This is an optimization exercise on Yosys and OpenROAD, whose aim is small area and a short achievable clock period, not a production implementation. In this exercise RTL edits were held to simulation tests only and were not proved equivalent to the original. No activity file was given, so power comes from the tool's default toggle rates.

==> flow/design.v <==
`timescale 1ns/1ns
package mboxPkg;
  localparam int wordW = 36;
  localparam int halfW = wordW / 2;
  localparam int mbSlots = 4;
  localparam int cfgDataW = 8;
  typedef logic [0:wordW-1] wordT;
  typedef logic [$clog2(mbSlots)-1:0] mbSlotT;
  typedef enum logic [2:0] {
    OpNone       = 3'd0,
    OpLoadMb     = 3'd1,
    OpChBufWrite = 3'd2,
    OpChBufRead  = 3'd3,
    OpChRegLoad  = 3'd4,
    OpCcwWrite   = 3'd5
  } mbOpE;
  typedef enum logic [2:0] {
    SrcCache  = 3'd0,
    SrcAr     = 3'd1,
    SrcMem    = 3'd2,
    SrcCcwMix = 3'd3,
    SrcChBuf  = 3'd4
  } mbSrcE;
  typedef enum logic [1:0] {
    MtcAr    = 2'd0,
    MtcMb    = 2'd1,
    MtcMem   = 2'd2,
    MtcChReg = 2'd3
  } memToCacheE;
  typedef enum logic [2:0] {
    CfgMbSel    = 3'd0,
    CfgMtcSel   = 3'd1,
    CfgMtcEn    = 3'd2,
    CfgPaging   = 3'd3,
    CfgChBufSrc = 3'd4,
    CfgMixSel   = 3'd5,
    CfgCcwAddr  = 3'd6
  } cfgRegE;
endpackage
`timescale 1ns/1ns
package chanPkg;
  localparam int chBufDepth = 128;
  localparam int chBufAddrW = $clog2(chBufDepth);
  typedef logic [chBufAddrW-1:0] chBufAddrT;
  localparam int ccwDepth = 4;
  localparam int ccwAddrW = $clog2(ccwDepth);
  typedef logic [ccwAddrW-1:0] ccwAddrT;
endpackage
`timescale 1ns/1ns
import mboxPkg::*;
import chanPkg::*;
module mbCfgRegs
(
  input  logic                clk,
  input  logic                rstN,
  input  logic                cfgWrEn,
  input  mboxPkg::cfgRegE     cfgAddr,
  input  logic [mboxPkg::cfgDataW-1:0] cfgData,
  output mboxPkg::mbSlotT     mbSel,
  output mboxPkg::memToCacheE mtcSel,
  output logic                mtcEn,
  output logic                pagingMode,
  output logic                chBufMbSrc,
  output logic                mixMbSel,
  output chanPkg::ccwAddrT    ccwAddr
);
  always_ff @(posedge clk) begin
    if (!rstN) begin
      mbSel      <= '0;
      mtcSel     <= MtcAr;
      mtcEn      <= 1'b0;
      pagingMode <= 1'b0;
      chBufMbSrc <= 1'b0;
      mixMbSel   <= 1'b0;
      ccwAddr    <= '0;
    end else if (cfgWrEn) begin
      case (cfgAddr)
        CfgMbSel: begin
          mbSel <= cfgData[$bits(mbSel)-1:0];
        end
        CfgMtcSel: begin
          mtcSel <= mboxPkg::memToCacheE'(cfgData[$bits(mtcSel)-1:0]);
        end
        CfgMtcEn: begin
          mtcEn <= cfgData[0];
        end
        CfgPaging: begin
          pagingMode <= cfgData[0];
        end
        CfgChBufSrc: begin
          chBufMbSrc <= cfgData[0];
        end
        CfgMixSel: begin
          mixMbSel <= cfgData[0];
        end
        CfgCcwAddr: begin
          ccwAddr <= cfgData[$bits(ccwAddr)-1:0];
        end
        default: begin
        end
      endcase
    end
  end
endmodule
`timescale 1ns/1ns
import mboxPkg::*;
module memBufBank
(
  input  logic       clk,
  input  logic       rstN,
  input  mboxPkg::mbOpE       op,
  input  mboxPkg::mbSlotT     opSlot,
  input  mboxPkg::mbSrcE      opSrc,
  input  logic       nxm,
  input  mboxPkg::wordT       arData,
  input  mboxPkg::wordT       cacheData,
  input  mboxPkg::wordT       memData,
  input  mboxPkg::wordT       chBufOut,
  input  mboxPkg::wordT       chReg,
  input  mboxPkg::wordT       ccwMix,
  input  mboxPkg::mbSlotT     mbSel,
  input  mboxPkg::memToCacheE mtcSel,
  input  logic       mtcEn,
  input  logic       pagingMode,
  output mboxPkg::wordT       mbWord,
  output logic       mbParOdd,
  output mboxPkg::wordT       memToCache,
  output mboxPkg::wordT       ptIn
);
  mboxPkg::wordT mbWords [0:mbSlots-1];
  mboxPkg::wordT mbIn;
  logic mbLoad;
  assign mbLoad = (op == OpLoadMb) && !nxm;
  always_comb begin
    case (opSrc)
      SrcCache:  mbIn = cacheData;
      SrcAr:     mbIn = arData;
      SrcMem:    mbIn = memData;
      SrcCcwMix: mbIn = ccwMix;
      SrcChBuf:  mbIn = chBufOut;
      default:   mbIn = '0;
    endcase
  end
  always_ff @(posedge clk) begin
    if (!rstN) begin
      for (int i = 0; i < mbSlots; i++) begin
        mbWords[i] <= '0;
      end
    end else if (mbLoad) begin
      mbWords[opSlot] <= mbIn;
    end
  end
  assign mbWord = mbWords[mbSel];
  assign mbParOdd = ^mbWord;
  assign ptIn = pagingMode ? mbWord : arData;
  always_comb begin
    if (mtcEn) begin
      case (mtcSel)
        MtcAr:    memToCache = arData;
        MtcMb:    memToCache = mbWord;
        MtcMem:   memToCache = memData;
        MtcChReg: memToCache = chReg;
        default:  memToCache = '0;
      endcase
    end else begin
      memToCache = '0;
    end
  end
endmodule
`timescale 1ns/1ns
import mboxPkg::*;
import chanPkg::*;
module chanBuffer
(
  input  logic      clk,
  input  logic      rstN,
  input  mboxPkg::mbOpE      op,
  input  chanPkg::chBufAddrT opAddr,
  input  mboxPkg::wordT      mbWord,
  input  mboxPkg::wordT      cbusIn,
  input  logic      chReverse,
  input  mboxPkg::wordT      ccwIn,
  input  logic      chBufMbSrc,
  input  logic      mixMbSel,
  input  chanPkg::ccwAddrT   ccwAddr,
  output mboxPkg::wordT      chBufOut,
  output mboxPkg::wordT      chReg,
  output mboxPkg::wordT      ccwMix
);
  mboxPkg::wordT chBuf [0:chBufDepth-1];
  mboxPkg::wordT ccwBuf [0:ccwDepth-1];
  mboxPkg::wordT chBufIn;
  mboxPkg::wordT chRegIn;
  logic chBufWe;
  logic chBufRe;
  logic chRegLd;
  logic ccwWe;
  assign chBufWe = (op == OpChBufWrite);
  assign chBufRe = (op == OpChBufRead);
  assign chRegLd = (op == OpChRegLoad);
  assign ccwWe   = (op == OpCcwWrite);
  assign chBufIn = chBufMbSrc ? mbWord : chReg;
  assign chRegIn = chReverse ? {cbusIn[halfW:wordW-1], cbusIn[0:halfW-1]} : cbusIn;
  always_ff @(posedge clk) begin
    if (chBufWe) begin
      chBuf[opAddr] <= chBufIn;
    end
  end
  always_ff @(posedge clk) begin
    if (!rstN) begin
      chBufOut <= '0;
      chReg    <= '0;
      for (int i = 0; i < ccwDepth; i++) begin
        ccwBuf[i] <= '0;
      end
    end else begin
      if (chBufRe) begin
        chBufOut <= chBuf[opAddr];
      end
      if (chRegLd) begin
        chReg <= chRegIn;
      end
      if (ccwWe) begin
        ccwBuf[opAddr[ccwAddrW-1:0]] <= ccwIn;
      end
    end
  end
  assign ccwMix = mixMbSel ? mbWord : ccwBuf[ccwAddr];
endmodule
`timescale 1ns/1ns
import mboxPkg::*;
import chanPkg::*;
module mbox
(
  input  logic                clk,
  input  logic                rstN,
  input  logic                cfgWrEn,
  input  mboxPkg::cfgRegE              cfgAddr,
  input  logic [mboxPkg::cfgDataW-1:0] cfgData,
  input  mboxPkg::mbOpE                op,
  input  mboxPkg::mbSlotT              opSlot,
  input  mboxPkg::mbSrcE               opSrc,
  input  chanPkg::chBufAddrT           opAddr,
  input  logic                nxm,
  input  mboxPkg::wordT                arData,
  input  mboxPkg::wordT                cacheData,
  input  mboxPkg::wordT                memData,
  input  mboxPkg::wordT                cbusIn,
  input  logic                chReverse,
  input  mboxPkg::wordT                ccwIn,
  output mboxPkg::wordT                mbWord,
  output logic                mbParOdd,
  output mboxPkg::wordT                memToCache,
  output mboxPkg::wordT                ptIn,
  output mboxPkg::wordT                cbusOut,
  output mboxPkg::wordT                ccwMix
);
  mboxPkg::mbSlotT     mbSel;
  mboxPkg::memToCacheE mtcSel;
  logic       mtcEn;
  logic       pagingMode;
  logic       chBufMbSrc;
  logic       mixMbSel;
  chanPkg::ccwAddrT    ccwAddr;
  mboxPkg::wordT chReg;
  mbCfgRegs cfgRegs (
    .clk, .rstN, .cfgWrEn, .cfgAddr, .cfgData,
    .mbSel, .mtcSel, .mtcEn, .pagingMode,
    .chBufMbSrc, .mixMbSel, .ccwAddr
  );
  memBufBank memBuf (
    .clk, .rstN, .op, .opSlot, .opSrc, .nxm,
    .arData, .cacheData, .memData,
    .chBufOut(cbusOut), .chReg, .ccwMix,
    .mbSel, .mtcSel, .mtcEn, .pagingMode,
    .mbWord, .mbParOdd, .memToCache, .ptIn
  );
  chanBuffer chanBuf (
    .clk, .rstN, .op, .opAddr, .mbWord, .cbusIn, .chReverse, .ccwIn,
    .chBufMbSrc, .mixMbSel, .ccwAddr,
    .chBufOut(cbusOut), .chReg, .ccwMix
  );
endmodule
==> flow/run.sh <==
#!/bin/bash
# synth_recipe.tcl (not shown) runs the flow's synth.tcl, then flattens the netlist and writes it again
# the make line also repeats each setting of config.mk as NAME=value (left out here)
make -C /OpenROAD-flow-scripts/flow DESIGN_CONFIG=/design/flow/config.mk WORK_HOME=/design/flow/orfs CLKGATE_MAP_FILE= SYNTH_SCRIPT=/design/flow/synth_recipe.tcl finish
==> flow/config.mk <==
export PLATFORM = sky130hd
export DESIGN_NAME = mbox
export DESIGN_NICKNAME = mbox
export VERILOG_FILES = /design/flow/design.v
export SDC_FILE = /design/flow/constraint.sdc
export NUM_CORES = 4
export LEC_CHECK = 0
export CAP_MARGIN = 20
export CELL_PAD_IN_SITES_DETAIL_PLACEMENT = 1
export CELL_PAD_IN_SITES_GLOBAL_PLACEMENT = 2
export CORE_MARGIN = 2
export CORE_UTILIZATION = 35
export PLACE_DENSITY = 0.45
export SLEW_MARGIN = 20
export SYNTH_MEMORY_MAX_BITS = 8192
==> flow/constraint.sdc <==
create_clock -name core_clock -period 5.5 [get_ports {clk}]
set_input_delay 1.1000 -clock core_clock [delete_from_list [all_inputs] [get_ports {clk}]]
set_output_delay 1.1000 -clock core_clock [all_outputs]
set_load 0.01 [all_outputs]
==> metrics.md <==
| Metric | Value |
|---|---|
| Status | `finished clean` |
| R2R Setup Slk | `1800 ps` |
| CTS Buf Count | `575` |
| Slew Viols, Final | `0` |
| Largest net degree at the start of global routing | `98` |
| Tot GR Track Use | `0.314` |
| CP Max Fanout | `19` |
| Synth Area per Inst | `roughly 18 µm²` |
| Max Cap Viol | `0` |
| YS warnings | `3` |
| Die Footprint | `0.567 mm²` |
| Port Buf Inserts | `between 300 and 400` |
| Placed insts | `between 15000 and 20000` |
| Total number of vias | `around 120k` |
| Setup crit end kind | `primary output` |
| Share of the synthesized area in the top cell type | `0.749` |
| Total power | `85.9 mW` |
| Hold path start | `cfgRegs.mbSel[1]$_SDFFE_PN0P_` |
| Worst Setup Start Kind | `flop` |
| Non-filler cells, final | `20100` |
| Layout cells sized above 1 | `0.236` |
| 1st-pass router iterations | `6` |
| Hold EP | `cfgRegs.mbSel[1]$_SDFFE_PN0P_` |
| Slew headroom | `0.199` |
| Final Setup Violations | `0` |
| Worst VDD drop | `between 0.3 and 0.4 mV` |
| Area leader, netlist | `edfxtp_1` |
| CTS tree | `built` |
| Core area | `approximately 0.56 mm²` |
| Initial Util | `0.351` |
| Clock skew | `41.7 ps` |
| Post-synth top cells | `edfxtp_1 (4896), nor2_1 (595), mux2i_1 (566)` |
| RePlAce Congestion | `0.874` |
| Rows | `275` |
| Detailed router's first-iteration violation count | `15800` |
| Grt ovf | `0` |
| Filler Cell Count | `about 53000` |
| Post-synth EDFFs | `approximately 4900` |
| Die height | `753 µm` |
| Reg2reg path depth | `6` |
| Minimum clock period | `~5300 ps` |
| Register area | `0.149 mm²` |
| Worst Path Arrival | `4210 ps` |
| Pwr/cell area | `around 360 mW/mm²` |
| Multi-input gate area | `~0.045 mm²` |
| Leak pwr | `~74 nW` |
| Root Driver | `clkbuf_16` |
| Cells on Worst Hold Path | `2` |
| RSZ-0062 raised after global routing | `no` |
| Yosys reg bits | `4982` |
| Vias in the first global route | `119000` |
| Routed vias/inst | `approximately 6` |
| WL final | `911000 µm` |
| Synthesized instance count | `around 11000` |
| Clk slew on worst S/H paths | `60 ps` |
| Drt drc | `0` |
| Top-level port count | `392` |
| Worst Hold Class | `reg2reg` |
| Final Hold Fails | `0` |
| Final worst-path cycle share | `0.966` |
| Initial antenna violation count | `126` |
| Synth unique cells | `80` |
| CP required | `roughly 4400 ps` |
| Chip Width | `753 µm` |
| F_max | `0.188 GHz` |
| Proportion of synthesized chip area in sequential cells | `0.758` |
| Worst-skew pair later-pin latency | `1110 ps` |
| Post-Syn Nets | `11100` |
| Synth async-reset ratio | `0` |
| Most common cell in the netlist | `edfxtp_1` |
| Synth area leaders | `edfxtp_1 (75%), mux4_2 (5.3%), mux2i_1 (2.9%)` |
| Top_reg_cell synth | `edfxtp_1` |
| CTS Sinks | `4982` |
| Max Root-Sink Buffers | `4` |
| Post-synthesis cell area | `0.196 mm²` |
| NumNets Final | `12300` |
| Worst R2R End | `chanBuf.chBuf[96][3]$_DFFE_PP_` |
| Average wire per standard cell | `45.4 µm` |
| Routed Antenna Nets | `0` |
| WS Path Type | `reg2out` |
| Layout area overhead | `20.1%` |
| Final HPWL DP | `584000 µm` |
| First-pass GRT wire length | `1190000 µm` |
| Worst-Margin Slew | `1200 ps` |
| H-Tree Depth | `6` |
layer usage:
layer  vias to the layer above  share of wire  GRT usage
li1                      47200              -          -
met1                     66900           0.43      0.449
met2                      5450           0.46      0.496
met3                      1061          0.073     0.0502
met4                        32          0.035     0.0947
met5                         -        0.00024          0
worst max-delay path: stages, from the launching register on:
cell,delay (ps)
dfxtp_2,320
buf_6,300
buf_8,300
mux4_2,760
xnor2_1,210
xnor2_1,150
xnor2_1,250
xnor2_2,180
xnor2_1,300
buf_4,200
buf_4,120
cells by family after synthesis:
logic type             after synthesis  synth area share
AND/OR/NAND/NOR                   1383            0.0307
XOR/XNOR                            35           0.00171
buffers and inverters              828            0.0204
AO/OA/AOI/OAI                     2166            0.0806
flip-flops                        4982             0.758
multiplexers                      1495             0.109
metrics by stage:
stage               hold WS (ps)  utilization  TNS (ps)  cell area [µm²]  setup slack [ps]
global route                 519        0.421         0           236000              7.81
detailed placement           498        0.389     -89.8           218000             -89.8
global placement             489        0.389      -794           218000              -707
floorplan                    463            -         0           196000               258
CTS                          485        0.421         0           236000              6.17
finish                       513        0.421         0           236000               189
cell type report:
type	count	area share
Sequential cell	4982	0.631
Clock inverter	286	0.0102
Multi-Input combinational cell	5079	0.193
Timing Repair Buffer	1406	0.0603
Antenna cell	49	0.000520
Clock buffer	734	0.0647
Inverter	45	0.000822
Tap cell	7479	0.0397
repair_timing:
| item | CTS | global route |
|---|---|---|
| hold buffers | 0 | 0 |
| gates cloned | 0 | 0 |
| endpoints found under the setup margin | 10 | 1 |
| gates resized for setup | 5 | 2 |
| setup buffers | 2 | 0 |
power by group:
group	internal, mW	switching (mW)	total, mW
combinational	1.97	4.90	6.87
sequential	41.9	0.135	42.1
clock	20.9	16.1	36.9
total	64.8	21.1	85.9
state kept, by name, indices dropped and copies added (netlist names), named ones only:
signal / count
chanBuf.ccwBuf: 144
chanBuf.chReg: 36
memBuf.mbWords: 144
chanBuf.chBuf: 4608
cfgRegs.mtcEn: 1
cfgRegs.mixMbSel: 1
chanBuf.chBufOut: 36
cfgRegs.chBufMbSrc: 1
cfgRegs.pagingMode: 1
cfgRegs.mtcSel: 2
cfgRegs.ccwAddr: 2
cfgRegs.mbSel: 2
worst max-delay path by stage:
stage,start,endpoint,cells after the start
detailed placement,opAddr[1],chanBuf.chBufOut[11]$_SDFFE_PN0N_,11
CTS,flop,mbParOdd,10
global placement,opAddr[1],chanBuf.chBufOut[26]$_SDFFE_PN0N_,9
floorplan,opAddr[0],chanBuf.ccwBuf[3][0]$_DFFE_PP_,7
global route,flop,mbParOdd,10
finish,flop,mbParOdd,10
placed cells by master, fill, tap and decap left out, drive strengths merged, types with 32 or more instances in the layout:
cell,count
clkdlybuf4s50,375
mux2i,566
o211ai,39
o221ai,96
o2bb2ai,63
buf,1031
nor2,595
nand3,69
edfxtp,4896
xnor2,32
a211oi,86
inv,74
a221o,92
nand2,424
o22ai,127
diode,49
dfxtp,86
a21oi,306
and2,82
and3,124
mux2,463
clkbuf,734
o21ai,328
clkinv,227
a221oi,477
mux4,466
a22oi,319
a31oi,41

==> static timing again, ports no longer ideal <==
How much do the figures lean on ideal ports? The routed layout below was timed once more, with nothing changed but the port constraints.
Step 1: set_driving_cell puts a clkbuf_16 on clk and a buf_2 on each other input, an assumption about the parent block.
Step 2 times the ports against the registers' clock, not the clock port: input delays grow and output delays shrink by t, the midpoint of the rising clock arrivals with the driver on.
Slacks: ideal ports / drivers / drivers and shift; pairs: ideal ports / drivers.
shift t [ns]: 1.210
slack for setup (ns): 0.189 / 0.065 / -0.202
worst setup path after step 2: input to register
clock arrival spread, ns: 0.043 / 0.043
With both steps, setup timing fails in this run, where it was met with ideal ports. The setup slack of this run moves by -0.124 ns with the drivers and by -0.391 ns with both steps.
